This design comes from an exercise in tuning for small area, a short achievable clock period and few clock cycles on the open sky130 flow, not from production work. Function was checked by simulation only, so behaviour that the tests miss may differ from the original.

==> inputs of 01-12 <==
## ntt_top
module ntt_top (
    input  logic        clk,
    input  logic        rst,
    input  logic        i_start,
    input  logic        i_mode,
    output logic        o_done,
    output logic        o_bram_a_we,
    output logic [7:0]  o_bram_a_addr,
    output logic [15:0] o_bram_a_wdata,
    output logic        o_bram_b_we,
    output logic [7:0]  o_bram_b_addr,
    output logic [15:0] o_bram_b_wdata,
    input  logic [15:0] i_bram_dout_a,
    input  logic [15:0] i_bram_dout_b
);
export LEC_CHECK = 0
export CAP_MARGIN = 20
export CORE_MARGIN = 2
export CORE_UTILIZATION = 45
export PLACE_DENSITY = 0.55
export SLEW_MARGIN = 20
create_clock -name core_clock -period 13.5 [get_ports {clk}]
standard.sh (not shown) runs the stock make flow with config.mk's settings and CLKGATE_MAP_FILE= SYNTH_SCRIPT=/design/flow/synth_recipe.tcl, a recipe that flattens the netlist after the stock synthesis.
==> flow/flow/run.sh <==
#!/bin/bash
# The standard layout, with the port buffers made of sky130_fd_sc_hd__buf_2
# cells instead of the resizer's default choice. Every port is still buffered.
set -euo pipefail
export BUFFER_PORTS_ARGS="-buffer_cell sky130_fd_sc_hd__buf_2"
bash standard.sh > standard.log 2>&1
==> 01-26 (differences from 01-12) <==
--- a/flow/design.v
+++ b/flow/design.v
@@ -843,22 +843,16 @@
     assign a_87 = sh2[15] ^ ch2[15] ^ 1'b1;
     assign a_88 = (sh2[15] & ch2[15]) | (sh2[15] & 1'b1) | (ch2[15] & 1'b1);
     assign a_89 = sh2[16] ^ ch2[16];
     assign a_90 = sh2[16] & ch2[16];
     assign a_r0 = {a_89, a_87, a_85, a_83, a_81, a_79, a_77, a_75, a_73, a_71, a_69, a_67, a_65, a_63, a_61, a_59, a_33};
     assign a_r1 = {a_88, a_86, a_84, a_82, a_80, a_78, a_76, a_74, a_72, a_70, a_68, a_66, a_64, a_62, a_60, a_58, a_57};
-    logic [8:0]  t1_lo, t1_h0, t1_h1;
-    logic [9:0]  t1_h1w;
-    assign t1_lo  = {1'b0, a_r0[7:0]} + {1'b0, a_r1[7:0]};
-    assign t1_h0  = a_r0[16:8] + a_r1[16:8];
-    assign t1_h1w = {a_r0[16:8], 1'b1} + {a_r1[16:8], 1'b1};
-    assign t1_h1  = t1_h1w[9:1];
     logic [16:0] t13;
     logic [12:0] w3;
     always_ff @(posedge clk) begin
-        t13 <= {t1_lo[8] ? t1_h1 : t1_h0, t1_lo[7:0]};
+        t13 <= a_r0 + a_r1;
         w3  <= w2;
     end
     logic [11:0] b_r0, b_r1;
     logic b_1;
     logic b_2;
     logic b_3;
@@ -1014,108 +1008,96 @@
     endfunction
     logic        start;
     assign start = !busy && i_start;
     always_ff @(posedge clk or posedge rst) begin
         if (rst) begin
             busy   <= 1'b0;
+            mode_q <= 1'b0;
+            c      <= '0;
             done_q <= 1'b0;
         end else begin
             done_q <= 1'b0;
             if (start) begin
                 busy   <= 1'b1;
-            end else if (busy && c == 11'(T_LAST + 1)) begin
-                busy   <= 1'b0;
-                done_q <= 1'b1;
+                mode_q <= i_mode;
+                c      <= 11'd1;
+            end else if (busy) begin
+                c <= c + 11'd1;
+                if (c == 11'(T_LAST + 1)) begin
+                    busy   <= 1'b0;
+                    done_q <= 1'b1;
+                end
             end
         end
     end
-    always_ff @(posedge clk) begin
-        if (start) begin
-            mode_q <= i_mode;
-            c      <= 11'd1;
-        end else if (busy) begin
-            c      <= c + 11'd1;
-        end
-    end
     assign o_done = done_q;
-    logic [10:0] cn, uw1, uw2, acn;
-    logic        wr1_n, wr2_n, rdn_n, rd_n;
-    assign cn    = c + 11'd1;
-    assign uw1   = cn - 11'(LAG_WR1);
-    assign uw2   = cn - 11'(LAG_WR2);
-    assign rdn_n = !cn[0];
+    logic [10:0] uw1, uw2, ac;
+    logic        wr1_n, wr2_n, rd_n;
+    assign uw1   = c - 11'(LAG_WR1);
+    assign uw2   = c - 11'(LAG_WR2);
     assign rd_n  = !c[0];
-    assign wr1_n = cn[0] && (uw1[10:8] == 3'd0);
-    assign wr2_n = cn[0] && (uw2[10:8] != 3'd0) && !uw2[10];
-    assign acn   = rdn_n ? cn : (uw1[10:8] == 3'd0 ? uw1 : uw2);
-    logic       pre_rd, pre_sw, pre_we;
-    logic [8:0] pre_ac;
-    always_ff @(posedge clk or posedge rst) begin
-        if (rst) begin
-            pre_we <= 1'b0;
-        end else begin
-            pre_we <= busy && (wr1_n || wr2_n);
-        end
-    end
-    always_ff @(posedge clk) begin
-        pre_rd <= rdn_n;
-        pre_sw <= wr1_n;
-        pre_ac <= acn[9:1];
-    end
+    assign wr1_n = busy && c[0] && (uw1[10:8] == 3'd0);
+    assign wr2_n = busy && c[0] && (uw2[10:8] != 3'd0) && !uw2[10];
+    assign ac    = rd_n ? c : (uw1[10:8] == 3'd0 ? uw1 : uw2);
     logic [23:0] ga;
     logic [7:0]  base, fb, sb, hb, n_addr_a, n_addr_b;
     logic        sel;
     always_comb begin
-        ga   = grp_addr(mode_q, pre_ac[8:7], (pre_ac[8:7] == 2'd0) ? pre_ac[6:0] : {1'b0, pre_ac[6:1]});
+        ga   = grp_addr(mode_q, ac[9:8], (ac[9:8] == 2'd0) ? ac[7:1] : {1'b0, ac[7:2]});
         base = ga[23:16];
         fb   = ga[15:8];
         sb   = ga[7:0];
-        sel  = (pre_ac[8:7] != 2'd0) && pre_ac[0];
-        hb   = sel ? (pre_rd ? sb : fb) : 8'h00;
+        sel  = (ac[9:8] != 2'd0) && ac[1];
+        hb   = sel ? (rd_n ? sb : fb) : 8'h00;
         if (!busy) begin
             n_addr_a = 8'd0;
             n_addr_b = i_mode ? 8'd2 : 8'd128;
         end else begin
             n_addr_a = base | hb;
-            n_addr_b = base | hb | (pre_rd ? fb : sb);
+            n_addr_b = base | hb | (rd_n ? fb : sb);
         end
     end
     logic       we_q;
     logic [7:0] addr_a_q, addr_b_q;
     always_ff @(posedge clk or posedge rst) begin
         if (rst) begin
-            we_q <= 1'b0;
+            we_q     <= 1'b0;
+            addr_a_q <= '0;
+            addr_b_q <= '0;
         end else begin
-            we_q <= pre_we && busy;
+            we_q     <= wr1_n || wr2_n;
+            addr_a_q <= n_addr_a;
+            addr_b_q <= n_addr_b;
         end
     end
-    always_ff @(posedge clk) begin
-        addr_a_q <= n_addr_a;
-        addr_b_q <= n_addr_b;
-    end
     logic [11:0] bf_r0, bf_r1;
     logic [11:0] h1_0, h1_1, h2;
     logic [11:0] op_u, op_v;
     logic [6:0]  zi_q;
     logic [11:0] zrom;
-    logic [10:0] cs1;
-    logic        sgl_q, l2b_q, l1_q;
+    logic [10:0] cs, cl2, zc, cs1;
+    logic        sgl_op, l2b_op;
+    assign cs     = c - 11'd3;
+    assign cl2    = c - 11'(LAG_L2);
+    assign sgl_op = (cs[10:8] == 3'd0);
+    assign l2b_op = !sgl_op && cl2[1];
+    assign zc     = rd_n ? (c - 11'd2) : (sgl_op ? cs : cl2);
     assign cs1    = c - 11'd2;      
-    logic [8:0]  zc9_n, zc9_q;
-    logic [8:0]  zc9_m1, zc9_m5;
-    assign zc9_m1 = c[9:1] - 9'd1;
-    assign zc9_m5 = c[9:1] - 9'((LAG_L2 - 1) / 2);
-    assign zc9_n  = c[0] ? c[9:1] : ((cs1[10:8] == 3'd0) ? zc9_m1 : zc9_m5);
-    always_ff @(posedge clk) begin
-        zc9_q <= zc9_n;
-    end
+    logic sgl_q, l2b_q, l1_q;
     logic cap_q, hp_q, hq_q;
     logic [10:0] uh;
     assign uh = c - 11'd8;
-    always_ff @(posedge clk) begin
-        begin
+    always_ff @(posedge clk or posedge rst) begin
+        if (rst) begin
+            sgl_q <= 1'b0;
+            l1_q  <= 1'b0;
+            l2b_q <= 1'b0;
+            cap_q <= 1'b0;
+            hp_q  <= 1'b0;
+            hq_q  <= 1'b0;
+        end else begin
             l1_q  <= c[0];
             sgl_q <= busy && (cs1[10:8] == 3'd0);
             l2b_q <= busy && (cs1[10:8] != 3'd0) && cs1[1];
             cap_q <= busy && c[0] && (c < 11'd256);
             hp_q  <= busy && !c[0] && (uh[9:8] != 2'd0) && !uh[10] && !uh[1];
             hq_q  <= busy && !c[0] && (uh[9:8] != 2'd0) && !uh[10] && uh[1];
@@ -1146,27 +1128,27 @@
         end
     end
     logic [6:0]  zi_n;
     logic [5:0]  gg;
     logic        qb;
     always_comb begin
-        gg = zc9_q[6:1];
-        qb = zc9_q[0];
-        if (l1_q || sgl_q) begin
-            case ({mode_q, zc9_q[8:7]})
+        gg = zc[7:2];
+        qb = zc[1];
+        if (rd_n || sgl_op) begin
+            case ({mode_q, zc[9:8]})
                 3'b000: zi_n = 7'd1;
                 3'b001: zi_n = {5'b00001, gg[5]};
                 3'b010: zi_n = {3'b001, gg[5:3]};
                 3'b011: zi_n = {1'b1, gg[5:1]};
                 3'b100: zi_n = {1'b1, ~gg[5:0]};
                 3'b101: zi_n = {2'b01, ~gg[5:2], ~qb};
                 3'b110: zi_n = {4'b0001, ~gg[5:4], ~qb};
                 default: zi_n = {5'b00001, ~qb};
             endcase
         end else begin
-            case ({mode_q, zc9_q[8:7]})
+            case ({mode_q, zc[9:8]})
                 3'b001: zi_n = {4'b0001, gg[5], qb};
                 3'b010: zi_n = {2'b01, gg[5:3], qb};
                 3'b011: zi_n = {gg[5:1], qb} | 7'h40;
                 3'b101: zi_n = {3'b001, ~gg[5:2]};
                 3'b110: zi_n = {5'b00001, ~gg[5:4]};
                 default: zi_n = 7'd1;
==> flow/run.sh (new file) <==
#!/bin/bash
# synth_recipe.tcl (not shown) runs the flow's synth.tcl, then flattens the netlist and writes it again
# the make line also repeats each setting of config.mk as NAME=value (left out here)
make -C /OpenROAD-flow-scripts/flow DESIGN_CONFIG=/design/flow/config.mk WORK_HOME=/design/flow/orfs CLKGATE_MAP_FILE= SYNTH_SCRIPT=/design/flow/synth_recipe.tcl finish
CORE_UTILIZATION = 25   (was 45)
PLACE_DENSITY = 0.35   (was 0.55)
removed: flow/flow/run.sh
removed: flow/standard.sh
==> 06-25 (differences from 01-12) <==
ABC_AREA = 1   (was unset)
CORE_UTILIZATION = 60   (was 45)
PLACE_DENSITY = 0.7   (was 0.55)
==> notes.md <==
- Clock skew on the completed layout was measured at 0.0208 ns.
- The number of buffers added by the clock tree synthesis step is 38.
- The standard-cell row count is 81.
- The design has 323 sequential cells.
- The total met3 wirelength after detailed routing is 2.31 mm.
- Leaving out the clock tree, the finished layout contains a buffer count of 83.
- The minimum period implied by the final worst setup slack is 4.22 ns.
- The top cell types in the final layout, fill and taps aside, are inv_1 (306), dfxtp_1 (277), nand2_1 (249).
- Fill cells in the final layout number 4679.
- Entering global routing, the biggest net connects 71 pins.
- The post-synthesis cell type count is 76.
- The flow ran to the end and the layout has no timing, DRC or antenna violations.
- The library cell used most frequently in the layout, excluding fill and tap cells, is inv_1.
The numbers above come from 01-12.

==> notes.md <==
- The standard-cell row count is 108.
- The clock period could shrink to 4.60 ns.
- The largest register by flop count is u_bf.t13.
- Counting the fill cells in the layout gives 9263.
- The run finished with no timing, DRC or antenna violations.
- Non-clock buffers in the final layout number 87.
- The synthesized netlist cell count is 2472.
- There are 304 flip-flops and latches.
- Counting the buffers created by CTS gives 39.
- The total met3 wirelength after detailed routing is 2.65 mm.
- The post-synthesis cell type count is 86.
The numbers above come from 01-26.

==> notes.md <==
- The number of clock buffers added by TritonCTS is 37.
- Wire segments on met3 add up to 3.63 mm in the final route.
- The leading cell type in the layout, fill and taps excluded is nand2_1.
- The top cell types in the final layout, fill and taps aside, are nand2_1 (575), inv_1 (557), dfxtp_1 (282).
- Between clock sinks in the finished design, the worst skew comes to 0.0172 ns.
- Entering global routing, the biggest net connects 52 pins.
- The post-synthesis cell type count is 56.
- The flow ran to the end and the layout has no timing, DRC or antenna violations.
The numbers above come from 06-25.

Testbench counts of 01-12, summed over its fixed seeds: cycles 66,632.
Testbench counts of 01-26, summed over its fixed seeds: cycles 66,632.
Testbench counts of 06-25, summed over its fixed seeds: cycles 66,632.

==> separate check: timing with driven ports <==
How much do the figures lean on ideal ports? The routed layouts below were timed once more, with nothing changed but the port constraints.
Step 1 sets driving cells, clkbuf_16 on the clock port and buf_2 on the other inputs (assumed; they add their load-dependent delay and slew).
Step 2 times the ports against the registers' clock, not the clock port: input delays grow and output delays shrink by t, the midpoint of the rising clock arrivals with the driver on.
Slacks: ideal / step 1 / step 2; pairs: ideal / step 1.
| run | t (ns) | slack for setup (ns) | worst setup path at the end | worst register clock-pin slew, ns |
|---|---|---|---|---|
| 01-12 | 0.605 | 9.278 / 9.278 / 9.278 | register to register | 0.07 / 0.07 |
| 01-26 | 0.614 | 8.899 / 8.899 / 8.899 | register to register | 0.06 / 0.06 |
| 06-25 | 0.583 | 9.550 / 9.495 / 9.728 | register to register | 0.06 / 0.06 |
After both steps every run listed still meets setup and hold.
